Source: an optimization exercise on an open RTL-to-GDS flow (aim: small area). Production flows keep margins and buffers that such runs may drop.
At most, simulation tests tie the RTL to the original design; equivalence was not proved.
Function not checked in run 1: the RTL went through the layout flow alone.

==> flow/design.v (outline; a module is shown in full before it is edited, if it fits) <==
// module sa_fa: 11 lines
// module sa_ha: 10 lines
// module sa_nand2: 8 lines
// module sa_nor2: 8 lines
// module sa_and2: 8 lines
// module sa_or2: 8 lines
// module sa_xnor2: 8 lines
// module systolic_array_4x4: 4648 lines
module systolic_array_4x4
(
    input  logic       clk,
    input  logic       rst,
    input  logic       start_signal,
    input  logic       wen,
    input  logic [7:0] inp_north0,
    input  logic [7:0] inp_north1,
    input  logic [7:0] inp_north2,
    input  logic [7:0] inp_north3,
    input  logic [7:0] inp_west0,
    input  logic [7:0] inp_west1,
    input  logic [7:0] inp_west2,
    input  logic [7:0] inp_west3,
    output logic [4:0] count,
    output logic [7:0] activation_result12,
    output logic [7:0] activation_result13,
    output logic [7:0] activation_result14,
    output logic [7:0] activation_result15
);
  // ...
==> flow/flow/run.sh <==
#!/bin/bash
set -euo pipefail
bash standard.sh \
  'BUFFER_PORTS_ARGS=-buffer_cell sky130_fd_sc_hd__buf_1' \
  'CTS_ARGS=-sink_clustering_enable -repair_clock_nets -buf_list sky130_fd_sc_hd__clkbuf_16 -sink_clustering_size 30 -sink_clustering_max_diameter 100 -dont_use_dummy_load' \
  finish > standard.log 2>&1
==> flow/standard.sh <==
#!/bin/bash
# synth_recipe.tcl (not shown) runs the flow's synth.tcl, then flattens the netlist and writes it again
# the make line also repeats each setting of config.mk as NAME=value (left out here)
make -C /OpenROAD-flow-scripts/flow DESIGN_CONFIG=/design/flow/config.mk WORK_HOME=/design/flow/orfs CLKGATE_MAP_FILE= SYNTH_SCRIPT=/design/flow/synth_recipe.tcl "${@:-finish}"
==> flow/config.mk <==
export PLATFORM = sky130hd
export DESIGN_NAME = systolic_array_4x4
export DESIGN_NICKNAME = systolic_array_4x4
export VERILOG_FILES = /design/flow/design.v
export SDC_FILE = /design/flow/constraint.sdc
export NUM_CORES = 4
export LEC_CHECK = 0
export CAP_MARGIN = 20
export CORE_MARGIN = 2
export CORE_UTILIZATION = 40
export CTS_BUF_LIST = sky130_fd_sc_hd__clkbuf_16
export CTS_CLUSTER_DIAMETER = 100
export CTS_CLUSTER_SIZE = 30
export GPL_TIMING_DRIVEN = 0
export SLEW_MARGIN = 20
export SYNTH_HIERARCHICAL = 1
export SYNTH_MINIMUM_KEEP_SIZE = 0
==> flow/constraint.sdc <==
create_clock -name core_clock -period 7.0 [get_ports {clk}]
set_input_delay 1.4000 -clock core_clock [delete_from_list [all_inputs] [get_ports {clk}]]
set_output_delay 1.4000 -clock core_clock [all_outputs]
set_load 0.01 [all_outputs]
==> flow_summary.json, run 1 <==
{
  "status": "finished clean",
  "r2r_end": "res2[1]",
  "diodes": 0,
  "drc_errors": 0,
  "drive_gt1_frac": 0.0246,
  "grt_setup_unrepaired": "no",
  "grt_first_pass_wirelength_mm": 149,
  "worstPathCellList": "nor2_1 > fa_1 > fa_1 > fa_1 > fa_1 > fa_1 > fa_1 > fa_1 > ha_1 > fa_1 > ha_1 > a211oi_1 > nor3_2 > xor2_1 > nor4_2 > a41oi_1",
  "synth_compound_area_frac": 0.0196,
  "antenna_found_initial": 6,
  "fmax_mhz": 149,
  "routed.top_layer": "met5",
  "timing.final.ws_setup_ns": 0.297,
  "cts_setup_buffers": 0,
  "top_usage_layer": "met2",
  "synthSimpleGateAreaFrac": 0.141,
  "clock_buffers": 27,
  "regArea_um2": 10900,
  "dr.pass1.iters": 5,
  "critical_path_class": "reg -> reg",
  "die_x_um": 306,
  "fin_util": 0.434,
  "clockBufferDepth": 3,
  "dp_cells": 4072
}
==> run 2: changes to the inputs <==
--- a/flow/design.v
+++ b/flow/design.v
@@ -762,34 +762,34 @@
     logic t0_s471;
     logic t0_c472;
     logic t0_s473;
     logic t0_c474;
     logic t0_s475;
     logic t0_c476;
     logic t0_s477;
     logic t0_c478;
-    logic t0_g479;
-    logic t0_p480;
-    logic t0_g481;
-    logic t0_p482;
+    logic t0_s479;
+    logic t0_c480;
+    logic t0_s481;
+    logic t0_c482;
     logic t0_g483;
     logic t0_p484;
     logic t0_g485;
     logic t0_p486;
     logic t0_g487;
     logic t0_p488;
     logic t0_g489;
     logic t0_p490;
     logic t0_g491;
     logic t0_p492;
     logic t0_g493;
     logic t0_p494;
-    logic t0_G495;
-    logic t0_P496;
+    logic t0_g495;
+    logic t0_p496;
     logic t0_G497;
     logic t0_P498;
     logic t0_G499;
     logic t0_P500;
     logic t0_G501;
     logic t0_P502;
     logic t0_G503;
     logic t0_P504;
@@ -804,39 +804,31 @@
     logic t0_G513;
     logic t0_P514;
     logic t0_G515;
     logic t0_P516;
     logic t0_G517;
     logic t0_P518;
     logic t0_G519;
     logic t0_P520;
-    logic t0_G521;
-    logic t0_P522;
-    logic t0_G523;
-    logic t0_P524;
+    logic t0_s521;
+    logic t0_k522;
+    logic t0_s523;
+    logic t0_k524;
     logic t0_s525;
     logic t0_k526;
     logic t0_s527;
     logic t0_k528;
     logic t0_s529;
     logic t0_k530;
     logic t0_s531;
     logic t0_k532;
     logic t0_s533;
     logic t0_k534;
     logic t0_s535;
-    logic t0_k536;
-    logic t0_s537;
-    logic t0_k538;
-    logic t0_s539;
-    logic t0_k540;
-    logic t0_s541;
-    logic t0_k542;
-    logic t0_s543;
     logic [17:0] u0;
     logic [63:0] pp01;
     logic [63:0] pp11;
     logic [63:0] pp21;
     logic [63:0] pp31;
     logic t1_s1;
     logic t1_c2;
     logic t1_s3;
@@ -1310,34 +1302,34 @@
     logic t1_s471;
     logic t1_c472;
     logic t1_s473;
     logic t1_c474;
     logic t1_s475;
     logic t1_c476;
     logic t1_s477;
     logic t1_c478;
-    logic t1_g479;
-    logic t1_p480;
-    logic t1_g481;
-    logic t1_p482;
+    logic t1_s479;
+    logic t1_c480;
+    logic t1_s481;
+    logic t1_c482;
     logic t1_g483;
     logic t1_p484;
     logic t1_g485;
     logic t1_p486;
     logic t1_g487;
     logic t1_p488;
     logic t1_g489;
     logic t1_p490;
     logic t1_g491;
     logic t1_p492;
     logic t1_g493;
     logic t1_p494;
-    logic t1_G495;
-    logic t1_P496;
+    logic t1_g495;
+    logic t1_p496;
     logic t1_G497;
     logic t1_P498;
     logic t1_G499;
     logic t1_P500;
     logic t1_G501;
     logic t1_P502;
     logic t1_G503;
     logic t1_P504;
@@ -1352,39 +1344,31 @@
     logic t1_G513;
     logic t1_P514;
     logic t1_G515;
     logic t1_P516;
     logic t1_G517;
     logic t1_P518;
     logic t1_G519;
     logic t1_P520;
-    logic t1_G521;
-    logic t1_P522;
-    logic t1_G523;
-    logic t1_P524;
+    logic t1_s521;
+    logic t1_k522;
+    logic t1_s523;
+    logic t1_k524;
     logic t1_s525;
     logic t1_k526;
     logic t1_s527;
     logic t1_k528;
     logic t1_s529;
     logic t1_k530;
     logic t1_s531;
     logic t1_k532;
     logic t1_s533;
     logic t1_k534;
     logic t1_s535;
-    logic t1_k536;
-    logic t1_s537;
-    logic t1_k538;
-    logic t1_s539;
-    logic t1_k540;
-    logic t1_s541;
-    logic t1_k542;
-    logic t1_s543;
     logic [17:0] u1;
     logic [63:0] pp02;
     logic [63:0] pp12;
     logic [63:0] pp22;
     logic [63:0] pp32;
     logic t2_s1;
     logic t2_c2;
     logic t2_s3;
@@ -1858,34 +1842,34 @@
     logic t2_s471;
     logic t2_c472;
     logic t2_s473;
     logic t2_c474;
     logic t2_s475;
     logic t2_c476;
     logic t2_s477;
     logic t2_c478;
-    logic t2_g479;
-    logic t2_p480;
-    logic t2_g481;
-    logic t2_p482;
+    logic t2_s479;
+    logic t2_c480;
+    logic t2_s481;
+    logic t2_c482;
     logic t2_g483;
     logic t2_p484;
     logic t2_g485;
     logic t2_p486;
     logic t2_g487;
     logic t2_p488;
     logic t2_g489;
     logic t2_p490;
     logic t2_g491;
     logic t2_p492;
     logic t2_g493;
     logic t2_p494;
-    logic t2_G495;
-    logic t2_P496;
+    logic t2_g495;
+    logic t2_p496;
     logic t2_G497;
     logic t2_P498;
     logic t2_G499;
     logic t2_P500;
     logic t2_G501;
     logic t2_P502;
     logic t2_G503;
     logic t2_P504;
@@ -1900,39 +1884,31 @@
     logic t2_G513;
     logic t2_P514;
     logic t2_G515;
     logic t2_P516;
     logic t2_G517;
     logic t2_P518;
     logic t2_G519;
     logic t2_P520;
-    logic t2_G521;
-    logic t2_P522;
-    logic t2_G523;
-    logic t2_P524;
+    logic t2_s521;
+    logic t2_k522;
+    logic t2_s523;
+    logic t2_k524;
     logic t2_s525;
     logic t2_k526;
     logic t2_s527;
     logic t2_k528;
     logic t2_s529;
     logic t2_k530;
     logic t2_s531;
     logic t2_k532;
     logic t2_s533;
     logic t2_k534;
     logic t2_s535;
-    logic t2_k536;
-    logic t2_s537;
-    logic t2_k538;
-    logic t2_s539;
-    logic t2_k540;
-    logic t2_s541;
-    logic t2_k542;
-    logic t2_s543;
     logic [17:0] u2;
     logic [63:0] pp03;
     logic [63:0] pp13;
     logic [63:0] pp23;
     logic [63:0] pp33;
     logic t3_s1;
     logic t3_c2;
     logic t3_s3;
@@ -2406,34 +2382,34 @@
     logic t3_s471;
     logic t3_c472;
     logic t3_s473;
     logic t3_c474;
     logic t3_s475;
     logic t3_c476;
     logic t3_s477;
     logic t3_c478;
-    logic t3_g479;
-    logic t3_p480;
-    logic t3_g481;
-    logic t3_p482;
+    logic t3_s479;
+    logic t3_c480;
+    logic t3_s481;
+    logic t3_c482;
     logic t3_g483;
     logic t3_p484;
     logic t3_g485;
     logic t3_p486;
     logic t3_g487;
     logic t3_p488;
     logic t3_g489;
     logic t3_p490;
     logic t3_g491;
     logic t3_p492;
     logic t3_g493;
     logic t3_p494;
-    logic t3_G495;
-    logic t3_P496;
+    logic t3_g495;
+    logic t3_p496;
     logic t3_G497;
     logic t3_P498;
     logic t3_G499;
     logic t3_P500;
     logic t3_G501;
     logic t3_P502;
     logic t3_G503;
     logic t3_P504;
@@ -2448,39 +2424,31 @@
     logic t3_G513;
     logic t3_P514;
     logic t3_G515;
     logic t3_P516;
     logic t3_G517;
     logic t3_P518;
     logic t3_G519;
     logic t3_P520;
-    logic t3_G521;
-    logic t3_P522;
-    logic t3_G523;
-    logic t3_P524;
+    logic t3_s521;
+    logic t3_k522;
+    logic t3_s523;
+    logic t3_k524;
     logic t3_s525;
     logic t3_k526;
     logic t3_s527;
     logic t3_k528;
     logic t3_s529;
     logic t3_k530;
     logic t3_s531;
     logic t3_k532;
     logic t3_s533;
     logic t3_k534;
     logic t3_s535;
-    logic t3_k536;
-    logic t3_s537;
-    logic t3_k538;
-    logic t3_s539;
-    logic t3_k540;
-    logic t3_s541;
-    logic t3_k542;
-    logic t3_s543;
     logic [17:0] u3;
     sa_nor2 gpp00_0 (.a(ac0_4[0]), .b(wl00[0]), .y(pp00[0]));
     sa_nor2 gpp00_1 (.a(ac0_4[0]), .b(wl00[1]), .y(pp00[1]));
     sa_nor2 gpp00_2 (.a(ac0_4[0]), .b(wl00[2]), .y(pp00[2]));
     sa_nor2 gpp00_3 (.a(ac0_4[0]), .b(wl00[3]), .y(pp00[3]));
     sa_nor2 gpp00_4 (.a(ac0_4[0]), .b(wl00[4]), .y(pp00[4]));
     sa_nor2 gpp00_5 (.a(ac0_4[0]), .b(wl00[5]), .y(pp00[5]));
     sa_nor2 gpp00_6 (.a(ac0_4[0]), .b(wl00[6]), .y(pp00[6]));
@@ -2968,74 +2936,65 @@
     sa_ha t0_s463_u (.a(pp30[0]), .b(t0_s1), .s(t0_s463), .co(t0_c464));
     sa_fa t0_s465_u (.a(t0_s9), .b(t0_s7), .ci(t0_c464), .s(t0_s465), .co(t0_c466));
     sa_fa t0_s467_u (.a(t0_s21), .b(t0_s23), .ci(t0_c466), .s(t0_s467), .co(t0_c468));
     sa_ha t0_s469_u (.a(t0_s45), .b(t0_c468), .s(t0_s469), .co(t0_c470));
     sa_ha t0_s471_u (.a(t0_s75), .b(t0_c470), .s(t0_s471), .co(t0_c472));
     sa_ha t0_s473_u (.a(t0_s113), .b(t0_c472), .s(t0_s473), .co(t0_c474));
     sa_ha t0_s475_u (.a(t0_s159), .b(t0_c474), .s(t0_s475), .co(t0_c476));
     sa_ha t0_s477_u (.a(t0_s213), .b(t0_c476), .s(t0_s477), .co(t0_c478));
-    sa_ha t0_p480_u (.a(t0_s267), .b(t0_c214), .s(t0_p480), .co(t0_g479));
-    sa_ha t0_p482_u (.a(t0_c318), .b(t0_s361), .s(t0_p482), .co(t0_g481));
-    sa_ha t0_p484_u (.a(t0_c362), .b(t0_s397), .s(t0_p484), .co(t0_g483));
-    sa_ha t0_p486_u (.a(t0_c398), .b(t0_s425), .s(t0_p486), .co(t0_g485));
-    sa_ha t0_p488_u (.a(t0_s445), .b(t0_c426), .s(t0_p488), .co(t0_g487));
-    sa_ha t0_p490_u (.a(t0_c446), .b(t0_s457), .s(t0_p490), .co(t0_g489));
-    sa_ha t0_p492_u (.a(t0_s461), .b(t0_c458), .s(t0_p492), .co(t0_g491));
-    sa_ha t0_p494_u (.a(t0_c460), .b(t0_c462), .s(t0_p494), .co(t0_g493));
-    assign t0_G495 = 1'b0 | (t0_s317 & t0_g479);
-    assign t0_P496 = t0_s317 & t0_p480;
-    assign t0_G497 = t0_g483 | (t0_p484 & t0_g481);
-    assign t0_P498 = t0_p484 & t0_p482;
-    assign t0_G499 = t0_g487 | (t0_p488 & t0_g485);
-    assign t0_P500 = t0_p488 & t0_p486;
-    assign t0_G501 = t0_g491 | (t0_p492 & t0_g489);
-    assign t0_P502 = t0_p492 & t0_p490;
-    assign t0_G503 = 1'b0 | (1'b0 & t0_g493);
-    assign t0_P504 = 1'b0 & t0_p494;
-    assign t0_G505 = t0_g481 | (t0_p482 & t0_G495);
-    assign t0_P506 = t0_p482 & t0_P496;
-    assign t0_G507 = t0_G497 | (t0_P498 & t0_G495);
-    assign t0_P508 = t0_P498 & t0_P496;
-    assign t0_G509 = t0_g489 | (t0_p490 & t0_G499);
-    assign t0_P510 = t0_p490 & t0_P500;
-    assign t0_G511 = t0_G501 | (t0_P502 & t0_G499);
-    assign t0_P512 = t0_P502 & t0_P500;
-    assign t0_G513 = t0_g485 | (t0_p486 & t0_G507);
-    assign t0_P514 = t0_p486 & t0_P508;
-    assign t0_G515 = t0_G499 | (t0_P500 & t0_G507);
-    assign t0_P516 = t0_P500 & t0_P508;
+    sa_fa t0_s479_u (.a(t0_s267), .b(t0_c214), .ci(t0_c478), .s(t0_s479), .co(t0_c480));
+    sa_ha t0_s481_u (.a(t0_s317), .b(t0_c480), .s(t0_s481), .co(t0_c482));
+    sa_ha t0_p484_u (.a(t0_c318), .b(t0_s361), .s(t0_p484), .co(t0_g483));
+    sa_ha t0_p486_u (.a(t0_c362), .b(t0_s397), .s(t0_p486), .co(t0_g485));
+    sa_ha t0_p488_u (.a(t0_c398), .b(t0_s425), .s(t0_p488), .co(t0_g487));
+    sa_ha t0_p490_u (.a(t0_s445), .b(t0_c426), .s(t0_p490), .co(t0_g489));
+    sa_ha t0_p492_u (.a(t0_c446), .b(t0_s457), .s(t0_p492), .co(t0_g491));
+    sa_ha t0_p494_u (.a(t0_s461), .b(t0_c458), .s(t0_p494), .co(t0_g493));
+    sa_ha t0_p496_u (.a(t0_c460), .b(t0_c462), .s(t0_p496), .co(t0_g495));
+    assign t0_G497 = t0_g485 | (t0_p486 & t0_g483);
+    assign t0_P498 = t0_p486 & t0_p484;
+    assign t0_G499 = t0_g489 | (t0_p490 & t0_g487);
+    assign t0_P500 = t0_p490 & t0_p488;
+    assign t0_G501 = t0_g493 | (t0_p494 & t0_g491);
+    assign t0_P502 = t0_p494 & t0_p492;
+    assign t0_G503 = 1'b0 | (1'b0 & t0_g495);
+    assign t0_P504 = 1'b0 & t0_p496;
+    assign t0_G505 = t0_g487 | (t0_p488 & t0_G497);
+    assign t0_P506 = t0_p488 & t0_P498;
+    assign t0_G507 = t0_G499 | (t0_P500 & t0_G497);
+    assign t0_P508 = t0_P500 & t0_P498;
+    assign t0_G509 = t0_g495 | (t0_p496 & t0_G501);
+    assign t0_P510 = t0_p496 & t0_P502;
+    assign t0_G511 = t0_G503 | (t0_P504 & t0_G501);
+    assign t0_P512 = t0_P504 & t0_P502;
+    assign t0_G513 = t0_g491 | (t0_p492 & t0_G507);
+    assign t0_P514 = t0_p492 & t0_P508;
+    assign t0_G515 = t0_G501 | (t0_P502 & t0_G507);
+    assign t0_P516 = t0_P502 & t0_P508;
     assign t0_G517 = t0_G509 | (t0_P510 & t0_G507);
     assign t0_P518 = t0_P510 & t0_P508;
     assign t0_G519 = t0_G511 | (t0_P512 & t0_G507);
     assign t0_P520 = t0_P512 & t0_P508;
-    assign t0_G521 = t0_g493 | (t0_p494 & t0_G519);
-    assign t0_P522 = t0_p494 & t0_P520;
-    assign t0_G523 = t0_G503 | (t0_P504 & t0_G519);
-    assign t0_P524 = t0_P504 & t0_P520;
-    assign t0_s525 = t0_p480 ^ t0_c478;
-    assign t0_k526 = t0_g479 | (t0_p480 & t0_c478);
-    assign t0_s527 = t0_s317 ^ t0_k526;
-    assign t0_k528 = t0_G495 | (t0_P496 & t0_c478);
-    assign t0_s529 = t0_p482 ^ t0_k528;
-    assign t0_k530 = t0_G505 | (t0_P506 & t0_c478);
-    assign t0_s531 = t0_p484 ^ t0_k530;
-    assign t0_k532 = t0_G507 | (t0_P508 & t0_c478);
-    assign t0_s533 = t0_p486 ^ t0_k532;
-    assign t0_k534 = t0_G513 | (t0_P514 & t0_c478);
-    assign t0_s535 = t0_p488 ^ t0_k534;
-    assign t0_k536 = t0_G515 | (t0_P516 & t0_c478);
-    assign t0_s537 = t0_p490 ^ t0_k536;
-    assign t0_k538 = t0_G517 | (t0_P518 & t0_c478);
-    assign t0_s539 = t0_p492 ^ t0_k538;
-    assign t0_k540 = t0_G519 | (t0_P520 & t0_c478);
-    assign t0_s541 = t0_p494 ^ t0_k540;
-    assign t0_k542 = t0_G521 | (t0_P522 & t0_c478);
-    assign t0_s543 = 1'b0 ^ t0_k542;
-    assign u0 = {t0_s543, t0_s541, t0_s539, t0_s537, t0_s535, t0_s533, t0_s531, t0_s529, t0_s527, t0_s525, t0_s477, t0_s475, t0_s473, t0_s471, t0_s469, t0_s467, t0_s465, t0_s463};
+    assign t0_s521 = t0_p484 ^ t0_c482;
+    assign t0_k522 = t0_g483 | (t0_p484 & t0_c482);
+    assign t0_s523 = t0_p486 ^ t0_k522;
+    assign t0_k524 = t0_G497 | (t0_P498 & t0_c482);
+    assign t0_s525 = t0_p488 ^ t0_k524;
+    assign t0_k526 = t0_G505 | (t0_P506 & t0_c482);
+    assign t0_s527 = t0_p490 ^ t0_k526;
+    assign t0_k528 = t0_G507 | (t0_P508 & t0_c482);
+    assign t0_s529 = t0_p492 ^ t0_k528;
+    assign t0_k530 = t0_G513 | (t0_P514 & t0_c482);
+    assign t0_s531 = t0_p494 ^ t0_k530;
+    assign t0_k532 = t0_G515 | (t0_P516 & t0_c482);
+    assign t0_s533 = t0_p496 ^ t0_k532;
+    assign t0_k534 = t0_G517 | (t0_P518 & t0_c482);
+    assign t0_s535 = 1'b0 ^ t0_k534;
+    assign u0 = {t0_s535, t0_s533, t0_s531, t0_s529, t0_s527, t0_s525, t0_s523, t0_s521, t0_s481, t0_s479, t0_s477, t0_s475, t0_s473, t0_s471, t0_s469, t0_s467, t0_s465, t0_s463};
     sa_nor2 gpp01_0 (.a(ac0_5[0]), .b(wl01[0]), .y(pp01[0]));
     sa_nor2 gpp01_1 (.a(ac0_5[0]), .b(wl01[1]), .y(pp01[1]));
     sa_nor2 gpp01_2 (.a(ac0_5[0]), .b(wl01[2]), .y(pp01[2]));
     sa_nor2 gpp01_3 (.a(ac0_5[0]), .b(wl01[3]), .y(pp01[3]));
     sa_nor2 gpp01_4 (.a(ac0_5[0]), .b(wl01[4]), .y(pp01[4]));
     sa_nor2 gpp01_5 (.a(ac0_5[0]), .b(wl01[5]), .y(pp01[5]));
     sa_nor2 gpp01_6 (.a(ac0_5[0]), .b(wl01[6]), .y(pp01[6]));
     sa_or2 gpp01_7 (.a(ac0_5[0]), .b(wl01[7]), .y(pp01[7]));
@@ -3522,74 +3481,65 @@
     sa_ha t1_s463_u (.a(pp31[0]), .b(t1_s1), .s(t1_s463), .co(t1_c464));
     sa_fa t1_s465_u (.a(t1_s9), .b(t1_s7), .ci(t1_c464), .s(t1_s465), .co(t1_c466));
     sa_fa t1_s467_u (.a(t1_s21), .b(t1_s23), .ci(t1_c466), .s(t1_s467), .co(t1_c468));
     sa_ha t1_s469_u (.a(t1_s45), .b(t1_c468), .s(t1_s469), .co(t1_c470));
     sa_ha t1_s471_u (.a(t1_s75), .b(t1_c470), .s(t1_s471), .co(t1_c472));
     sa_ha t1_s473_u (.a(t1_s113), .b(t1_c472), .s(t1_s473), .co(t1_c474));
     sa_ha t1_s475_u (.a(t1_s159), .b(t1_c474), .s(t1_s475), .co(t1_c476));
     sa_ha t1_s477_u (.a(t1_s213), .b(t1_c476), .s(t1_s477), .co(t1_c478));
-    sa_ha t1_p480_u (.a(t1_s267), .b(t1_c214), .s(t1_p480), .co(t1_g479));
-    sa_ha t1_p482_u (.a(t1_c318), .b(t1_s361), .s(t1_p482), .co(t1_g481));
-    sa_ha t1_p484_u (.a(t1_c362), .b(t1_s397), .s(t1_p484), .co(t1_g483));
-    sa_ha t1_p486_u (.a(t1_c398), .b(t1_s425), .s(t1_p486), .co(t1_g485));
-    sa_ha t1_p488_u (.a(t1_s445), .b(t1_c426), .s(t1_p488), .co(t1_g487));
-    sa_ha t1_p490_u (.a(t1_c446), .b(t1_s457), .s(t1_p490), .co(t1_g489));
-    sa_ha t1_p492_u (.a(t1_s461), .b(t1_c458), .s(t1_p492), .co(t1_g491));
-    sa_ha t1_p494_u (.a(t1_c460), .b(t1_c462), .s(t1_p494), .co(t1_g493));
-    assign t1_G495 = 1'b0 | (t1_s317 & t1_g479);
-    assign t1_P496 = t1_s317 & t1_p480;
-    assign t1_G497 = t1_g483 | (t1_p484 & t1_g481);
-    assign t1_P498 = t1_p484 & t1_p482;
-    assign t1_G499 = t1_g487 | (t1_p488 & t1_g485);
-    assign t1_P500 = t1_p488 & t1_p486;
-    assign t1_G501 = t1_g491 | (t1_p492 & t1_g489);
-    assign t1_P502 = t1_p492 & t1_p490;
-    assign t1_G503 = 1'b0 | (1'b0 & t1_g493);
-    assign t1_P504 = 1'b0 & t1_p494;
-    assign t1_G505 = t1_g481 | (t1_p482 & t1_G495);
-    assign t1_P506 = t1_p482 & t1_P496;
-    assign t1_G507 = t1_G497 | (t1_P498 & t1_G495);
-    assign t1_P508 = t1_P498 & t1_P496;
-    assign t1_G509 = t1_g489 | (t1_p490 & t1_G499);
-    assign t1_P510 = t1_p490 & t1_P500;
-    assign t1_G511 = t1_G501 | (t1_P502 & t1_G499);
-    assign t1_P512 = t1_P502 & t1_P500;
-    assign t1_G513 = t1_g485 | (t1_p486 & t1_G507);
-    assign t1_P514 = t1_p486 & t1_P508;
-    assign t1_G515 = t1_G499 | (t1_P500 & t1_G507);
-    assign t1_P516 = t1_P500 & t1_P508;
+    sa_fa t1_s479_u (.a(t1_s267), .b(t1_c214), .ci(t1_c478), .s(t1_s479), .co(t1_c480));
+    sa_ha t1_s481_u (.a(t1_s317), .b(t1_c480), .s(t1_s481), .co(t1_c482));
+    sa_ha t1_p484_u (.a(t1_c318), .b(t1_s361), .s(t1_p484), .co(t1_g483));
+    sa_ha t1_p486_u (.a(t1_c362), .b(t1_s397), .s(t1_p486), .co(t1_g485));
+    sa_ha t1_p488_u (.a(t1_c398), .b(t1_s425), .s(t1_p488), .co(t1_g487));
+    sa_ha t1_p490_u (.a(t1_s445), .b(t1_c426), .s(t1_p490), .co(t1_g489));
+    sa_ha t1_p492_u (.a(t1_c446), .b(t1_s457), .s(t1_p492), .co(t1_g491));
+    sa_ha t1_p494_u (.a(t1_s461), .b(t1_c458), .s(t1_p494), .co(t1_g493));
+    sa_ha t1_p496_u (.a(t1_c460), .b(t1_c462), .s(t1_p496), .co(t1_g495));
+    assign t1_G497 = t1_g485 | (t1_p486 & t1_g483);
+    assign t1_P498 = t1_p486 & t1_p484;
+    assign t1_G499 = t1_g489 | (t1_p490 & t1_g487);
+    assign t1_P500 = t1_p490 & t1_p488;
+    assign t1_G501 = t1_g493 | (t1_p494 & t1_g491);
+    assign t1_P502 = t1_p494 & t1_p492;
+    assign t1_G503 = 1'b0 | (1'b0 & t1_g495);
+    assign t1_P504 = 1'b0 & t1_p496;
+    assign t1_G505 = t1_g487 | (t1_p488 & t1_G497);
+    assign t1_P506 = t1_p488 & t1_P498;
+    assign t1_G507 = t1_G499 | (t1_P500 & t1_G497);
+    assign t1_P508 = t1_P500 & t1_P498;
+    assign t1_G509 = t1_g495 | (t1_p496 & t1_G501);
+    assign t1_P510 = t1_p496 & t1_P502;
+    assign t1_G511 = t1_G503 | (t1_P504 & t1_G501);
+    assign t1_P512 = t1_P504 & t1_P502;
+    assign t1_G513 = t1_g491 | (t1_p492 & t1_G507);
+    assign t1_P514 = t1_p492 & t1_P508;
+    assign t1_G515 = t1_G501 | (t1_P502 & t1_G507);
+    assign t1_P516 = t1_P502 & t1_P508;
     assign t1_G517 = t1_G509 | (t1_P510 & t1_G507);
     assign t1_P518 = t1_P510 & t1_P508;
     assign t1_G519 = t1_G511 | (t1_P512 & t1_G507);
     assign t1_P520 = t1_P512 & t1_P508;
-    assign t1_G521 = t1_g493 | (t1_p494 & t1_G519);
-    assign t1_P522 = t1_p494 & t1_P520;
-    assign t1_G523 = t1_G503 | (t1_P504 & t1_G519);
-    assign t1_P524 = t1_P504 & t1_P520;
-    assign t1_s525 = t1_p480 ^ t1_c478;
-    assign t1_k526 = t1_g479 | (t1_p480 & t1_c478);
-    assign t1_s527 = t1_s317 ^ t1_k526;
-    assign t1_k528 = t1_G495 | (t1_P496 & t1_c478);
-    assign t1_s529 = t1_p482 ^ t1_k528;
-    assign t1_k530 = t1_G505 | (t1_P506 & t1_c478);
-    assign t1_s531 = t1_p484 ^ t1_k530;
-    assign t1_k532 = t1_G507 | (t1_P508 & t1_c478);
-    assign t1_s533 = t1_p486 ^ t1_k532;
-    assign t1_k534 = t1_G513 | (t1_P514 & t1_c478);
-    assign t1_s535 = t1_p488 ^ t1_k534;
-    assign t1_k536 = t1_G515 | (t1_P516 & t1_c478);
-    assign t1_s537 = t1_p490 ^ t1_k536;
-    assign t1_k538 = t1_G517 | (t1_P518 & t1_c478);
-    assign t1_s539 = t1_p492 ^ t1_k538;
-    assign t1_k540 = t1_G519 | (t1_P520 & t1_c478);
-    assign t1_s541 = t1_p494 ^ t1_k540;
-    assign t1_k542 = t1_G521 | (t1_P522 & t1_c478);
-    assign t1_s543 = 1'b0 ^ t1_k542;
-    assign u1 = {t1_s543, t1_s541, t1_s539, t1_s537, t1_s535, t1_s533, t1_s531, t1_s529, t1_s527, t1_s525, t1_s477, t1_s475, t1_s473, t1_s471, t1_s469, t1_s467, t1_s465, t1_s463};
+    assign t1_s521 = t1_p484 ^ t1_c482;
+    assign t1_k522 = t1_g483 | (t1_p484 & t1_c482);
+    assign t1_s523 = t1_p486 ^ t1_k522;
+    assign t1_k524 = t1_G497 | (t1_P498 & t1_c482);
+    assign t1_s525 = t1_p488 ^ t1_k524;
+    assign t1_k526 = t1_G505 | (t1_P506 & t1_c482);
+    assign t1_s527 = t1_p490 ^ t1_k526;
+    assign t1_k528 = t1_G507 | (t1_P508 & t1_c482);
+    assign t1_s529 = t1_p492 ^ t1_k528;
+    assign t1_k530 = t1_G513 | (t1_P514 & t1_c482);
+    assign t1_s531 = t1_p494 ^ t1_k530;
+    assign t1_k532 = t1_G515 | (t1_P516 & t1_c482);
+    assign t1_s533 = t1_p496 ^ t1_k532;
+    assign t1_k534 = t1_G517 | (t1_P518 & t1_c482);
+    assign t1_s535 = 1'b0 ^ t1_k534;
+    assign u1 = {t1_s535, t1_s533, t1_s531, t1_s529, t1_s527, t1_s525, t1_s523, t1_s521, t1_s481, t1_s479, t1_s477, t1_s475, t1_s473, t1_s471, t1_s469, t1_s467, t1_s465, t1_s463};
     sa_nor2 gpp02_0 (.a(ac0_6[0]), .b(wl02[0]), .y(pp02[0]));
     sa_nor2 gpp02_1 (.a(ac0_6[0]), .b(wl02[1]), .y(pp02[1]));
     sa_nor2 gpp02_2 (.a(ac0_6[0]), .b(wl02[2]), .y(pp02[2]));
     sa_nor2 gpp02_3 (.a(ac0_6[0]), .b(wl02[3]), .y(pp02[3]));
     sa_nor2 gpp02_4 (.a(ac0_6[0]), .b(wl02[4]), .y(pp02[4]));
     sa_nor2 gpp02_5 (.a(ac0_6[0]), .b(wl02[5]), .y(pp02[5]));
     sa_nor2 gpp02_6 (.a(ac0_6[0]), .b(wl02[6]), .y(pp02[6]));
     sa_or2 gpp02_7 (.a(ac0_6[0]), .b(wl02[7]), .y(pp02[7]));
@@ -4076,74 +4026,65 @@
     sa_ha t2_s463_u (.a(pp32[0]), .b(t2_s1), .s(t2_s463), .co(t2_c464));
     sa_fa t2_s465_u (.a(t2_s9), .b(t2_s7), .ci(t2_c464), .s(t2_s465), .co(t2_c466));
     sa_fa t2_s467_u (.a(t2_s21), .b(t2_s23), .ci(t2_c466), .s(t2_s467), .co(t2_c468));
     sa_ha t2_s469_u (.a(t2_s45), .b(t2_c468), .s(t2_s469), .co(t2_c470));
     sa_ha t2_s471_u (.a(t2_s75), .b(t2_c470), .s(t2_s471), .co(t2_c472));
     sa_ha t2_s473_u (.a(t2_s113), .b(t2_c472), .s(t2_s473), .co(t2_c474));
     sa_ha t2_s475_u (.a(t2_s159), .b(t2_c474), .s(t2_s475), .co(t2_c476));
     sa_ha t2_s477_u (.a(t2_s213), .b(t2_c476), .s(t2_s477), .co(t2_c478));
-    sa_ha t2_p480_u (.a(t2_s267), .b(t2_c214), .s(t2_p480), .co(t2_g479));
-    sa_ha t2_p482_u (.a(t2_c318), .b(t2_s361), .s(t2_p482), .co(t2_g481));
-    sa_ha t2_p484_u (.a(t2_c362), .b(t2_s397), .s(t2_p484), .co(t2_g483));
-    sa_ha t2_p486_u (.a(t2_c398), .b(t2_s425), .s(t2_p486), .co(t2_g485));
-    sa_ha t2_p488_u (.a(t2_s445), .b(t2_c426), .s(t2_p488), .co(t2_g487));
-    sa_ha t2_p490_u (.a(t2_c446), .b(t2_s457), .s(t2_p490), .co(t2_g489));
-    sa_ha t2_p492_u (.a(t2_s461), .b(t2_c458), .s(t2_p492), .co(t2_g491));
-    sa_ha t2_p494_u (.a(t2_c460), .b(t2_c462), .s(t2_p494), .co(t2_g493));
-    assign t2_G495 = 1'b0 | (t2_s317 & t2_g479);
-    assign t2_P496 = t2_s317 & t2_p480;
-    assign t2_G497 = t2_g483 | (t2_p484 & t2_g481);
-    assign t2_P498 = t2_p484 & t2_p482;
-    assign t2_G499 = t2_g487 | (t2_p488 & t2_g485);
-    assign t2_P500 = t2_p488 & t2_p486;
-    assign t2_G501 = t2_g491 | (t2_p492 & t2_g489);
-    assign t2_P502 = t2_p492 & t2_p490;
-    assign t2_G503 = 1'b0 | (1'b0 & t2_g493);
-    assign t2_P504 = 1'b0 & t2_p494;
-    assign t2_G505 = t2_g481 | (t2_p482 & t2_G495);
-    assign t2_P506 = t2_p482 & t2_P496;
-    assign t2_G507 = t2_G497 | (t2_P498 & t2_G495);
-    assign t2_P508 = t2_P498 & t2_P496;
-    assign t2_G509 = t2_g489 | (t2_p490 & t2_G499);
-    assign t2_P510 = t2_p490 & t2_P500;
-    assign t2_G511 = t2_G501 | (t2_P502 & t2_G499);
-    assign t2_P512 = t2_P502 & t2_P500;
-    assign t2_G513 = t2_g485 | (t2_p486 & t2_G507);
-    assign t2_P514 = t2_p486 & t2_P508;
-    assign t2_G515 = t2_G499 | (t2_P500 & t2_G507);
-    assign t2_P516 = t2_P500 & t2_P508;
+    sa_fa t2_s479_u (.a(t2_s267), .b(t2_c214), .ci(t2_c478), .s(t2_s479), .co(t2_c480));
+    sa_ha t2_s481_u (.a(t2_s317), .b(t2_c480), .s(t2_s481), .co(t2_c482));
+    sa_ha t2_p484_u (.a(t2_c318), .b(t2_s361), .s(t2_p484), .co(t2_g483));
+    sa_ha t2_p486_u (.a(t2_c362), .b(t2_s397), .s(t2_p486), .co(t2_g485));
+    sa_ha t2_p488_u (.a(t2_c398), .b(t2_s425), .s(t2_p488), .co(t2_g487));
+    sa_ha t2_p490_u (.a(t2_s445), .b(t2_c426), .s(t2_p490), .co(t2_g489));
+    sa_ha t2_p492_u (.a(t2_c446), .b(t2_s457), .s(t2_p492), .co(t2_g491));
+    sa_ha t2_p494_u (.a(t2_s461), .b(t2_c458), .s(t2_p494), .co(t2_g493));
+    sa_ha t2_p496_u (.a(t2_c460), .b(t2_c462), .s(t2_p496), .co(t2_g495));
+    assign t2_G497 = t2_g485 | (t2_p486 & t2_g483);
+    assign t2_P498 = t2_p486 & t2_p484;
+    assign t2_G499 = t2_g489 | (t2_p490 & t2_g487);
+    assign t2_P500 = t2_p490 & t2_p488;
+    assign t2_G501 = t2_g493 | (t2_p494 & t2_g491);
+    assign t2_P502 = t2_p494 & t2_p492;
+    assign t2_G503 = 1'b0 | (1'b0 & t2_g495);
+    assign t2_P504 = 1'b0 & t2_p496;
+    assign t2_G505 = t2_g487 | (t2_p488 & t2_G497);
+    assign t2_P506 = t2_p488 & t2_P498;
+    assign t2_G507 = t2_G499 | (t2_P500 & t2_G497);
+    assign t2_P508 = t2_P500 & t2_P498;
+    assign t2_G509 = t2_g495 | (t2_p496 & t2_G501);
+    assign t2_P510 = t2_p496 & t2_P502;
+    assign t2_G511 = t2_G503 | (t2_P504 & t2_G501);
+    assign t2_P512 = t2_P504 & t2_P502;
+    assign t2_G513 = t2_g491 | (t2_p492 & t2_G507);
+    assign t2_P514 = t2_p492 & t2_P508;
+    assign t2_G515 = t2_G501 | (t2_P502 & t2_G507);
+    assign t2_P516 = t2_P502 & t2_P508;
     assign t2_G517 = t2_G509 | (t2_P510 & t2_G507);
     assign t2_P518 = t2_P510 & t2_P508;
     assign t2_G519 = t2_G511 | (t2_P512 & t2_G507);
     assign t2_P520 = t2_P512 & t2_P508;
-    assign t2_G521 = t2_g493 | (t2_p494 & t2_G519);
-    assign t2_P522 = t2_p494 & t2_P520;
-    assign t2_G523 = t2_G503 | (t2_P504 & t2_G519);
-    assign t2_P524 = t2_P504 & t2_P520;
-    assign t2_s525 = t2_p480 ^ t2_c478;
-    assign t2_k526 = t2_g479 | (t2_p480 & t2_c478);
-    assign t2_s527 = t2_s317 ^ t2_k526;
-    assign t2_k528 = t2_G495 | (t2_P496 & t2_c478);
-    assign t2_s529 = t2_p482 ^ t2_k528;
-    assign t2_k530 = t2_G505 | (t2_P506 & t2_c478);
-    assign t2_s531 = t2_p484 ^ t2_k530;
-    assign t2_k532 = t2_G507 | (t2_P508 & t2_c478);
-    assign t2_s533 = t2_p486 ^ t2_k532;
-    assign t2_k534 = t2_G513 | (t2_P514 & t2_c478);
-    assign t2_s535 = t2_p488 ^ t2_k534;
-    assign t2_k536 = t2_G515 | (t2_P516 & t2_c478);
-    assign t2_s537 = t2_p490 ^ t2_k536;
-    assign t2_k538 = t2_G517 | (t2_P518 & t2_c478);
-    assign t2_s539 = t2_p492 ^ t2_k538;
-    assign t2_k540 = t2_G519 | (t2_P520 & t2_c478);
-    assign t2_s541 = t2_p494 ^ t2_k540;
-    assign t2_k542 = t2_G521 | (t2_P522 & t2_c478);
-    assign t2_s543 = 1'b0 ^ t2_k542;
-    assign u2 = {t2_s543, t2_s541, t2_s539, t2_s537, t2_s535, t2_s533, t2_s531, t2_s529, t2_s527, t2_s525, t2_s477, t2_s475, t2_s473, t2_s471, t2_s469, t2_s467, t2_s465, t2_s463};
+    assign t2_s521 = t2_p484 ^ t2_c482;
+    assign t2_k522 = t2_g483 | (t2_p484 & t2_c482);
+    assign t2_s523 = t2_p486 ^ t2_k522;
+    assign t2_k524 = t2_G497 | (t2_P498 & t2_c482);
+    assign t2_s525 = t2_p488 ^ t2_k524;
+    assign t2_k526 = t2_G505 | (t2_P506 & t2_c482);
+    assign t2_s527 = t2_p490 ^ t2_k526;
+    assign t2_k528 = t2_G507 | (t2_P508 & t2_c482);
+    assign t2_s529 = t2_p492 ^ t2_k528;
+    assign t2_k530 = t2_G513 | (t2_P514 & t2_c482);
+    assign t2_s531 = t2_p494 ^ t2_k530;
+    assign t2_k532 = t2_G515 | (t2_P516 & t2_c482);
+    assign t2_s533 = t2_p496 ^ t2_k532;
+    assign t2_k534 = t2_G517 | (t2_P518 & t2_c482);
+    assign t2_s535 = 1'b0 ^ t2_k534;
+    assign u2 = {t2_s535, t2_s533, t2_s531, t2_s529, t2_s527, t2_s525, t2_s523, t2_s521, t2_s481, t2_s479, t2_s477, t2_s475, t2_s473, t2_s471, t2_s469, t2_s467, t2_s465, t2_s463};
     sa_nor2 gpp03_0 (.a(ac0_7[0]), .b(wl03[0]), .y(pp03[0]));
     sa_nor2 gpp03_1 (.a(ac0_7[0]), .b(wl03[1]), .y(pp03[1]));
     sa_nor2 gpp03_2 (.a(ac0_7[0]), .b(wl03[2]), .y(pp03[2]));
     sa_nor2 gpp03_3 (.a(ac0_7[0]), .b(wl03[3]), .y(pp03[3]));
     sa_nor2 gpp03_4 (.a(ac0_7[0]), .b(wl03[4]), .y(pp03[4]));
     sa_nor2 gpp03_5 (.a(ac0_7[0]), .b(wl03[5]), .y(pp03[5]));
     sa_nor2 gpp03_6 (.a(ac0_7[0]), .b(wl03[6]), .y(pp03[6]));
     sa_or2 gpp03_7 (.a(ac0_7[0]), .b(wl03[7]), .y(pp03[7]));
@@ -4630,74 +4571,65 @@
     sa_ha t3_s463_u (.a(pp33[0]), .b(t3_s1), .s(t3_s463), .co(t3_c464));
     sa_fa t3_s465_u (.a(t3_s9), .b(t3_s7), .ci(t3_c464), .s(t3_s465), .co(t3_c466));
     sa_fa t3_s467_u (.a(t3_s21), .b(t3_s23), .ci(t3_c466), .s(t3_s467), .co(t3_c468));
     sa_ha t3_s469_u (.a(t3_s45), .b(t3_c468), .s(t3_s469), .co(t3_c470));
     sa_ha t3_s471_u (.a(t3_s75), .b(t3_c470), .s(t3_s471), .co(t3_c472));
     sa_ha t3_s473_u (.a(t3_s113), .b(t3_c472), .s(t3_s473), .co(t3_c474));
     sa_ha t3_s475_u (.a(t3_s159), .b(t3_c474), .s(t3_s475), .co(t3_c476));
     sa_ha t3_s477_u (.a(t3_s213), .b(t3_c476), .s(t3_s477), .co(t3_c478));
-    sa_ha t3_p480_u (.a(t3_s267), .b(t3_c214), .s(t3_p480), .co(t3_g479));
-    sa_ha t3_p482_u (.a(t3_c318), .b(t3_s361), .s(t3_p482), .co(t3_g481));
-    sa_ha t3_p484_u (.a(t3_c362), .b(t3_s397), .s(t3_p484), .co(t3_g483));
-    sa_ha t3_p486_u (.a(t3_c398), .b(t3_s425), .s(t3_p486), .co(t3_g485));
-    sa_ha t3_p488_u (.a(t3_s445), .b(t3_c426), .s(t3_p488), .co(t3_g487));
-    sa_ha t3_p490_u (.a(t3_c446), .b(t3_s457), .s(t3_p490), .co(t3_g489));
-    sa_ha t3_p492_u (.a(t3_s461), .b(t3_c458), .s(t3_p492), .co(t3_g491));
-    sa_ha t3_p494_u (.a(t3_c460), .b(t3_c462), .s(t3_p494), .co(t3_g493));
-    assign t3_G495 = 1'b0 | (t3_s317 & t3_g479);
-    assign t3_P496 = t3_s317 & t3_p480;
-    assign t3_G497 = t3_g483 | (t3_p484 & t3_g481);
-    assign t3_P498 = t3_p484 & t3_p482;
-    assign t3_G499 = t3_g487 | (t3_p488 & t3_g485);
-    assign t3_P500 = t3_p488 & t3_p486;
-    assign t3_G501 = t3_g491 | (t3_p492 & t3_g489);
-    assign t3_P502 = t3_p492 & t3_p490;
-    assign t3_G503 = 1'b0 | (1'b0 & t3_g493);
-    assign t3_P504 = 1'b0 & t3_p494;
-    assign t3_G505 = t3_g481 | (t3_p482 & t3_G495);
-    assign t3_P506 = t3_p482 & t3_P496;
-    assign t3_G507 = t3_G497 | (t3_P498 & t3_G495);
-    assign t3_P508 = t3_P498 & t3_P496;
-    assign t3_G509 = t3_g489 | (t3_p490 & t3_G499);
-    assign t3_P510 = t3_p490 & t3_P500;
-    assign t3_G511 = t3_G501 | (t3_P502 & t3_G499);
-    assign t3_P512 = t3_P502 & t3_P500;
-    assign t3_G513 = t3_g485 | (t3_p486 & t3_G507);
-    assign t3_P514 = t3_p486 & t3_P508;
-    assign t3_G515 = t3_G499 | (t3_P500 & t3_G507);
-    assign t3_P516 = t3_P500 & t3_P508;
+    sa_fa t3_s479_u (.a(t3_s267), .b(t3_c214), .ci(t3_c478), .s(t3_s479), .co(t3_c480));
+    sa_ha t3_s481_u (.a(t3_s317), .b(t3_c480), .s(t3_s481), .co(t3_c482));
+    sa_ha t3_p484_u (.a(t3_c318), .b(t3_s361), .s(t3_p484), .co(t3_g483));
+    sa_ha t3_p486_u (.a(t3_c362), .b(t3_s397), .s(t3_p486), .co(t3_g485));
+    sa_ha t3_p488_u (.a(t3_c398), .b(t3_s425), .s(t3_p488), .co(t3_g487));
+    sa_ha t3_p490_u (.a(t3_s445), .b(t3_c426), .s(t3_p490), .co(t3_g489));
+    sa_ha t3_p492_u (.a(t3_c446), .b(t3_s457), .s(t3_p492), .co(t3_g491));
+    sa_ha t3_p494_u (.a(t3_s461), .b(t3_c458), .s(t3_p494), .co(t3_g493));
+    sa_ha t3_p496_u (.a(t3_c460), .b(t3_c462), .s(t3_p496), .co(t3_g495));
+    assign t3_G497 = t3_g485 | (t3_p486 & t3_g483);
+    assign t3_P498 = t3_p486 & t3_p484;
+    assign t3_G499 = t3_g489 | (t3_p490 & t3_g487);
+    assign t3_P500 = t3_p490 & t3_p488;
+    assign t3_G501 = t3_g493 | (t3_p494 & t3_g491);
+    assign t3_P502 = t3_p494 & t3_p492;
+    assign t3_G503 = 1'b0 | (1'b0 & t3_g495);
+    assign t3_P504 = 1'b0 & t3_p496;
+    assign t3_G505 = t3_g487 | (t3_p488 & t3_G497);
+    assign t3_P506 = t3_p488 & t3_P498;
+    assign t3_G507 = t3_G499 | (t3_P500 & t3_G497);
+    assign t3_P508 = t3_P500 & t3_P498;
+    assign t3_G509 = t3_g495 | (t3_p496 & t3_G501);
+    assign t3_P510 = t3_p496 & t3_P502;
+    assign t3_G511 = t3_G503 | (t3_P504 & t3_G501);
+    assign t3_P512 = t3_P504 & t3_P502;
+    assign t3_G513 = t3_g491 | (t3_p492 & t3_G507);
+    assign t3_P514 = t3_p492 & t3_P508;
+    assign t3_G515 = t3_G501 | (t3_P502 & t3_G507);
+    assign t3_P516 = t3_P502 & t3_P508;
     assign t3_G517 = t3_G509 | (t3_P510 & t3_G507);
     assign t3_P518 = t3_P510 & t3_P508;
     assign t3_G519 = t3_G511 | (t3_P512 & t3_G507);
     assign t3_P520 = t3_P512 & t3_P508;
-    assign t3_G521 = t3_g493 | (t3_p494 & t3_G519);
-    assign t3_P522 = t3_p494 & t3_P520;
-    assign t3_G523 = t3_G503 | (t3_P504 & t3_G519);
-    assign t3_P524 = t3_P504 & t3_P520;
-    assign t3_s525 = t3_p480 ^ t3_c478;
-    assign t3_k526 = t3_g479 | (t3_p480 & t3_c478);
-    assign t3_s527 = t3_s317 ^ t3_k526;
-    assign t3_k528 = t3_G495 | (t3_P496 & t3_c478);
-    assign t3_s529 = t3_p482 ^ t3_k528;
-    assign t3_k530 = t3_G505 | (t3_P506 & t3_c478);
-    assign t3_s531 = t3_p484 ^ t3_k530;
-    assign t3_k532 = t3_G507 | (t3_P508 & t3_c478);
-    assign t3_s533 = t3_p486 ^ t3_k532;
-    assign t3_k534 = t3_G513 | (t3_P514 & t3_c478);
-    assign t3_s535 = t3_p488 ^ t3_k534;
-    assign t3_k536 = t3_G515 | (t3_P516 & t3_c478);
-    assign t3_s537 = t3_p490 ^ t3_k536;
-    assign t3_k538 = t3_G517 | (t3_P518 & t3_c478);
-    assign t3_s539 = t3_p492 ^ t3_k538;
-    assign t3_k540 = t3_G519 | (t3_P520 & t3_c478);
-    assign t3_s541 = t3_p494 ^ t3_k540;
-    assign t3_k542 = t3_G521 | (t3_P522 & t3_c478);
-    assign t3_s543 = 1'b0 ^ t3_k542;
-    assign u3 = {t3_s543, t3_s541, t3_s539, t3_s537, t3_s535, t3_s533, t3_s531, t3_s529, t3_s527, t3_s525, t3_s477, t3_s475, t3_s473, t3_s471, t3_s469, t3_s467, t3_s465, t3_s463};
+    assign t3_s521 = t3_p484 ^ t3_c482;
+    assign t3_k522 = t3_g483 | (t3_p484 & t3_c482);
+    assign t3_s523 = t3_p486 ^ t3_k522;
+    assign t3_k524 = t3_G497 | (t3_P498 & t3_c482);
+    assign t3_s525 = t3_p488 ^ t3_k524;
+    assign t3_k526 = t3_G505 | (t3_P506 & t3_c482);
+    assign t3_s527 = t3_p490 ^ t3_k526;
+    assign t3_k528 = t3_G507 | (t3_P508 & t3_c482);
+    assign t3_s529 = t3_p492 ^ t3_k528;
+    assign t3_k530 = t3_G513 | (t3_P514 & t3_c482);
+    assign t3_s531 = t3_p494 ^ t3_k530;
+    assign t3_k532 = t3_G515 | (t3_P516 & t3_c482);
+    assign t3_s533 = t3_p496 ^ t3_k532;
+    assign t3_k534 = t3_G517 | (t3_P518 & t3_c482);
+    assign t3_s535 = 1'b0 ^ t3_k534;
+    assign u3 = {t3_s535, t3_s533, t3_s531, t3_s529, t3_s527, t3_s525, t3_s523, t3_s521, t3_s481, t3_s479, t3_s477, t3_s475, t3_s473, t3_s471, t3_s469, t3_s467, t3_s465, t3_s463};
     logic [7:0] act0;
     logic [7:0] res0;
     assign act0 = !u0[17] ? 8'd0 : (|u0[16:7]) ? 8'd127 : {1'b0, u0[6:0]};
     always_ff @(posedge clk) res0 <= hold0 ? 8'd0 : act0;
     assign activation_result12 = res0;
     logic [7:0] act1;
     logic [7:0] res1;
     assign act1 = !u1[17] ? 8'd0 : (|u1[16:7]) ? 8'd127 : {1'b0, u1[6:0]};
==> flow/flow/run.sh (replaced) <==
#!/bin/bash
set -euo pipefail
bash standard.sh \
  'BUFFER_PORTS_ARGS=-buffer_cell sky130_fd_sc_hd__buf_1' \
  'CTS_ARGS=-sink_clustering_enable -repair_clock_nets -buf_list {sky130_fd_sc_hd__clkbuf_8 sky130_fd_sc_hd__clkbuf_16} -sink_clustering_size 30 -sink_clustering_max_diameter 100 -dont_use_dummy_load' \
  finish > standard.log 2>&1
==> run 2 against run 1 <==
Still clean. Synthesized area shrank 0.31%. Worst setup slack lost 0.043 ns. Die area shrank 0.31%. Via count shrank 0.33%. Final cell count is essentially flat.
==> flow_summary.json, run 2 <==
{
  "fin_crit_ns": 6.75,
  "worst_slew_pin_slew_ns": 1.05,
  "num_vias": 21900,
  "syn_avg_cell_area_um2": 13.1,
  "grt_use_met1": 0.289,
  "final_common_cell": "fa_1",
  "start_util": 0.404,
  "slew_viol_final": 0,
  "synth-main-ff-cell": "dfxtp_1",
  "drive_gt1_frac": 0.0287,
  "clockBufferDepth": 3,
  "root_buffer": "clkbuf_16",
  "gp_congestion": 0.906,
  "slew_headroom": 0.303,
  "drt_iter0_markers": 1536,
  "dieArea_um2": 93300,
  "crit_path_end_kind": "flop",
  "grt_pass1_vias": 24400,
  "antenna_found_initial": 8,
  "ys.warnings.count": 7,
  "finalNonFillerCells": 4102,
  "grt_first_pass_wirelength_mm": 149,
  "rows": 110,
  "insertion_delay_ns": 0.63,
  "synth_edf_count": 128,
  "critical_path_class": "reg -> reg",
  "htree_levels": 1,
  "cap_violations": 0,
  "tritoncts": "done",
  "hp-class": "reg -> reg",
  "syn-cell-area_um2": 36300,
  "n_fill_cell": 8320,
  "ys_types": 43,
  "num_io_pins": 105,
  "viasPerCell": 5.33,
  "synth.most_common_cell": "fa_1",
  "synth_top_area_cell": "fa_1",
  "top_usage_layer": "met2",
  "grt_setup_unrepaired": "no",
  "gr-usage-met2": 0.355,
  "die_h_um": 305,
  "cp_max_fo": 8,
  "dp_hpwl_mm": 78.0,
  "critPathRequiredTime_ns": 7.44,
  "wire_per_inst_um": 23.6,
  "synth_seq_cells": 482,
  "area_growth_syn_to_layout_pct": 7.61,
  "synth.area.top_cells": "fa_1 (51%), dfxtp_1 (19%), edfxtp_1 (11%), nor2_1 (8.6%), or2_1 (4.1%)",
  "yosys.area.top_type_share": 0.509,
  "grtUsageTotal": 0.214,
  "numCtsBuffers": 26,
  "status": "finished clean",
  "synth_common_cells": "fa_1 (924), nor2_1 (835), dfxtp_1 (354), or2_1 (237), edfxtp_1 (128)",
  "drtAntennaViolNets": 0,
  "holdBufCountCts": 0,
  "ys_seq_area_frac": 0.301,
  "final_cell_mix": "fa_1 (923), nor2_1 (835), dfxtp_1 (339)",
  "grt_use_met3": 0.0327,
  "dp_cells": 4065,
  "startpoint_type": "flop",
  "nets": 3990,
  "finalHoldViolations": 0,
  "dr.pass1.iters": 5,
  "finClkSkew_ns": 0.0672,
  "arrival_ns": 7.19,
  "cts.sinks": 482,
  "drc_errors": 0,
  "grt_max_degree": 33,
  "fmax_mhz": 148,
  "die_x_um": 305,
  "totalWireLength_mm": 96.9,
  "period_share": 0.964,
  "io_buffers": 100,
  "grt.overflow.total": 0,
  "setup_tns_ns": 0,
  "core_area_um2": 90000,
  "setup_violations": 0,
  "synthCells": 2784,
  "async_reset_ff_frac": 0,
  "clkTransAtPathRegs_ns": 0.10
}
## run 2: changes by cell type after synthesis, sizes merged, moves of 5 or more
| cell | previous run | this run |
|---|---|---|
| nor4 | 16 | 4 |
| a31oi | 12 | 1 |
| inv | 19 | 30 |
| nand2 | 61 | 71 |
| a21oi | 8 | 16 |
| a41oi | 28 | 21 |
| nor2 | 841 | 835 |
| a21o | 8 | 13 |
| or2 | 236 | 241 |
| xnor2 | 13 | 8 |
## run 2: path summary, 6_finish.rpt
kind,from,end,slack [ns],depth (start not counted)
worst max-delay path,wl00[3],res0[3],0.25,18
worst min-delay path,ac2_1[3],ac2_2[3],0.30,0
worst max register to register,wl00[3],res0[3],0.25,18
worst min register to register,ac2_1[3],ac2_2[3],0.30,0
## run 2: per-module statistics from Yosys (local to each module, per instance)
module              flip-flops and latches  times used  cell area (µm²)  cells inside
systolic_array_4x4                     482           1            12500           740
sa_or2                                   0         236             6.26             1
sa_fa                                    0         924             20.0             1
sa_nor2                                  0         800             3.75             1
sa_xnor2                                 0           4             8.76             1
sa_nand2                                 0          16             3.75             1
sa_ha                                    0          64             12.5             1
## run 2: cells by family after synthesis
group	after synthesis	share of synthesized area
XOR/XNOR	17	0.00410
adder cells (fa/ha/maj)	997	0.534
AND/OR/NAND/NOR	1167	0.138
flip-flops	482	0.301
AO/OA/AOI/OAI	81	0.0179
other	1	0.000103
buffers and inverters	38	0.00434
multiplexers	1	0.000275
## run 2: worst max-delay path: stages (launching register included)
cell	delay, ns
edfxtp_1	0.58
nor2_1	0.13
fa_1	0.59
fa_1	0.46
fa_1	0.44
fa_1	0.45
fa_1	0.50
fa_2	0.37
fa_1	0.42
fa_1	0.47
ha_1	0.23
fa_1	0.36
ha_1	0.22
ha_1	0.30
nor4_1	0.31
nand2_1	0.17
a2111oi_4	0.22
buf_6	0.21
a21oi_2	0.13
## run 2: layout make-up
class / instances / area (µm²) / share of cell area
inverter: 30 / 113 / 0.00288
antenna: 3 / 7.51 / 0.000192
multi-input combinational: 2267 / 25400 / 0.649
sequential: 482 / 11000 / 0.280
buffer: 8 / 46.3 / 0.00118
clock buffer: 26 / 651 / 0.0166
tap: 1176 / 1470 / 0.0376
timing repair buffer: 110 / 494 / 0.0126
## run 2: timing repair
| item | 4_1_cts | 5_1_grt |
|---|---|---|
| setup endpoints to repair | 9 | 28 |
| buffers inserted | 1 | 7 |
| pin swaps | 1 | 1 |
| resized for setup | 11 | 20 |
| endpoints found under the hold margin | 0 | 0 |
## run 2: stage by stage
| step | instance area [µm²] | worst slack (ns) | util | hold WS (ns) |
|---|---|---|---|---|
| floorplan | 36400 | 0.757 | - | 0.310 |
| global placement | 38200 | -0.318 | 0.424 | 0.310 |
| detailed placement | 38300 | -0.294 | 0.425 | 0.312 |
| CTS | 39000 | 0.0151 | 0.433 | 0.301 |
| global route | 39100 | 0.00316 | 0.434 | 0.310 |
| finish | 39100 | 0.254 | 0.434 | 0.299 |
## run 2: metal layers
layer	vias to the layer above	routed length, µm
met5	-	27
met4	4	3540
met3	171	6480
met2	900	47400
met1	11800	39500
li1	8998	-
==> run 3: changes to the inputs <==
==> flow/flow/run.sh (replaced) <==
#!/bin/bash
set -euo pipefail
bash standard.sh \
  'BUFFER_PORTS_ARGS=-buffer_cell sky130_fd_sc_hd__buf_1' \
  'CTS_ARGS=-sink_clustering_enable -repair_clock_nets -buf_list sky130_fd_sc_hd__clkbuf_16 -sink_clustering_size 30 -sink_clustering_max_diameter 100 -dont_use_dummy_load' \
  finish > standard.log 2>&1
--- a/flow/config.mk
+++ b/flow/config.mk
@@ -8,5 +8,5 @@
 export CAP_MARGIN = 20
 export CORE_MARGIN = 2
-export CORE_UTILIZATION = 40
+export CORE_UTILIZATION = 50
 export CTS_BUF_LIST = sky130_fd_sc_hd__clkbuf_16
 export CTS_CLUSTER_DIAMETER = 100
==> run 3 against run 2 <==
Global-route usage rose by 6.7 points. First-iteration DRC count grew 8.5%. Die area shrank 20%. Fmax fell by 1.1%. Synthesized area unchanged. Worst hold slack got worse by 0.0017 ns. Clock skew increased by 0.0012 ns.
==> flow_summary.json, run 3 <==
{
  "status": "finished clean",
  "startpoint_type": "flop",
  "worst_slew_pin_slew_ns": 0.951,
  "crit_path_end_kind": "flop",
  "antenna_found_initial": 3,
  "fmax_mhz": 147,
  "grt_first_pass_wirelength_mm": 154,
  "drc_errors": 0,
  "nets": 4006,
  "clkTransAtPathRegs_ns": 0.10,
  "arrival_ns": 7.23,
  "synthSimpleGateAreaFrac": 0.138,
  "synth_seq_cells": 482,
  "yosys.area.top_type_share": 0.509,
  "root_buffer": "clkbuf_16",
  "htree_levels": 1,
  "hp-class": "reg -> reg",
  "syn-cell-area_um2": 36300,
  "totalWireLength_mm": 101,
  "finClkSkew_ns": 0.0684,
  "setup_violations": 0,
  "finalHoldViolations": 0,
  "synthCells": 2784,
  "period_share": 0.975,
  "final_cell_mix": "fa_1 (923), nor2_1 (830), dfxtp_1 (333)",
  "num_io_pins": 105,
  "synth_common_cells": "fa_1 (924), nor2_1 (835), dfxtp_1 (354), or2_1 (237), edfxtp_1 (128)",
  "dp_hpwl_mm": 82.1,
  "holdBufCountCts": 0,
  "synth_top_family_by_area": "adder cells",
  "syn_avg_cell_area_um2": 13.1,
  "synth-main-ff-cell": "dfxtp_1",
  "die_h_um": 274,
  "drt_iter0_markers": 1667,
  "num_vias": 22200,
  "io_buffers": 100,
  "synth.area.top_cells": "fa_1 (51%), dfxtp_1 (19%), edfxtp_1 (11%), nor2_1 (8.6%), or2_1 (4.1%)",
  "grt_max_degree": 33,
  "drtAntennaViolNets": 0,
  "grt_pass1_vias": 25600,
  "ys_types": 43,
  "grt.overflow.total": 0,
  "synth_edf_count": 128,
  "core_area_um2": 71700,
  "async_reset_ff_frac": 0,
  "dieArea_um2": 74900,
  "numCtsBuffers": 25,
  "tritoncts": "done",
  "cts.sinks": 482,
  "clockBufferDepth": 3,
  "synth-xor-area-share": 0.00410,
  "final_common_cell": "fa_1",
  "critical_path_class": "reg -> reg",
  "hold_slack_ns": 0.297,
  "n_fill_cell": 6086,
  "area_growth_syn_to_layout_pct": 7.11,
  "critPathRequiredTime_ns": 7.41,
  "slew_viol_final": 0,
  "setup_tns_ns": 0,
  "rows": 98,
  "die_x_um": 274,
  "cap_violations": 0,
  "synth.most_common_cell": "fa_1",
  "slew_headroom": 0.366,
  "grtUsageTotal": 0.280,
  "synth_compound_area_frac": 0.0179,
  "cp_max_fo": 9,
  "dr.pass1.iters": 7,
  "ys.warnings.count": 7,
  "multi_input_area_um2": 25400,
  "viasPerCell": 5.69,
  "drive_gt1_frac": 0.0347,
  "dp_worst_setup_slack_ns": -0.248,
  "insertion_delay_ns": 0.60,
  "start_util": 0.507,
  "synthAdderAreaFrac": 0.534,
  "synth_top_area_cell": "fa_1",
  "ys_seq_area_frac": 0.301,
  "fin_crit_ns": 6.82,
  "synthMuxAreaShare": 0.000275,
  "gp_congestion": 0.987,
  "regArea_um2": 11000,
  "timing.final.ws_setup_ns": 0.178,
  "wire_per_inst_um": 25.9
}
## run 3: worst paths after layout
path	startpoint	end	slack, ns	cells past startpoint
max	ac2_2[4]	res0[2]	0.18	17
min	e1d1[4]	e2d1[4]	0.30	0
max reg2reg	ac2_2[4]	res0[2]	0.18	17
min reg2reg	e1d1[4]	e2d1[4]	0.30	0
## run 3: layout make-up
| class | count | area share |
|---|---|---|
| Tap cell | 950 | 0.0305 |
| Multi-Input combinational cell | 2267 | 0.651 |
| Inverter | 30 | 0.00289 |
| Buffer | 8 | 0.00119 |
| Sequential cell | 482 | 0.282 |
| Antenna cell | 5 | 0.000321 |
| Timing Repair Buffer | 127 | 0.0160 |
| Clock buffer | 25 | 0.0161 |
## run 3: through the flow
stage          cells  cell area, µm²   util
2_1_floorplan   2787           36400      -
3_3_place_gp    3837           37900  0.529
3_5_place_dp    3839           38000  0.530
4_1_cts         3866           38600  0.539
5_1_grt         3889           38900  0.542
6_report        3894           38900  0.543
## run 3: worst max-delay path: stages (launching register included)
cell       delay, ns
dfxtp_1         0.74
nor2_1          0.14
fa_1            0.53
fa_1            0.51
fa_1            0.53
fa_1            0.43
fa_1            0.60
fa_1            0.49
fa_1            0.47
ha_1            0.22
fa_1            0.37
ha_1            0.21
a21o_1          0.27
a311oi_2        0.35
o21ai_2         0.13
a2111oi_4       0.31
buf_6           0.18
a21oi_1         0.13
## run 3: logic make-up (layout without fill, tap and decap cells)
family                     Yosys count  in the layout
AOI/OAI and AO/OA                   81             81
xor gates and xnor gates            17             17
adders and majority gates          997            997
buffers and inverters               38            190
DFF                                482            482
muxes                                1              1
other                                1              9
and+or+nand+nor                   1167           1167
## run 3: timing repair
action	CTS	global route
buffers inserted	2	23
setup endpoints to repair	7	28
gates resized for setup	3	32
pin swaps	1	4
## run 3: Yosys stat by module, one instance, submodules excluded
module,cells inside,times used
sa_fa,1,924
sa_ha,1,64
sa_nand2,1,16
sa_nor2,1,800
sa_or2,1,236
sa_xnor2,1,4
systolic_array_4x4,740,1
## run 3: routing by layer
layer | share of wire | track usage | wire length, µm | vias to the layer above
li1 | - | - | - | 9034
met1 | 0.39 | 0.372 | 39700 | 11800
met2 | 0.48 | 0.454 | 48100 | 1086
met3 | 0.086 | 0.0658 | 8620 | 248
met4 | 0.042 | 0.104 | 4210 | 2
met5 | 0.00013 | 0 | 13 | -

[re-timing with driven ports]
How much do the figures lean on ideal ports? The routed layouts below were timed once more, with nothing changed but the port constraints. Step 1 assumes that a clkbuf_16 drives the clock port and a buf_2 every other input. Step 2 also shifts input and output timing later by t, the mid clock arrival at the registers, as if the neighbouring blocks saw the same clock. a / b / c = ideal ports / drivers / drivers and shift; a / b = the first two.
| run | shift t [ns] | setup WS [ns] | worst hold slack (ns) | clock arrival spread, ns | worst slew at a driven data input, ns |
|---|---|---|---|---|---|
| run 1 | 0.669 | 0.297 / 0.297 / 0.297 | 0.292 / 0.292 / 0.292 | 0.066 / 0.065 | 0.06 |
| run 2 | 0.668 | 0.254 / 0.254 / 0.254 | 0.299 / 0.299 / 0.299 | 0.071 / 0.071 | 0.07 |
| run 3 | 0.629 | 0.178 / 0.178 / 0.178 | 0.297 / 0.297 / 0.297 | 0.077 / 0.076 | 0.05 |
After both steps every run listed still meets setup and hold.
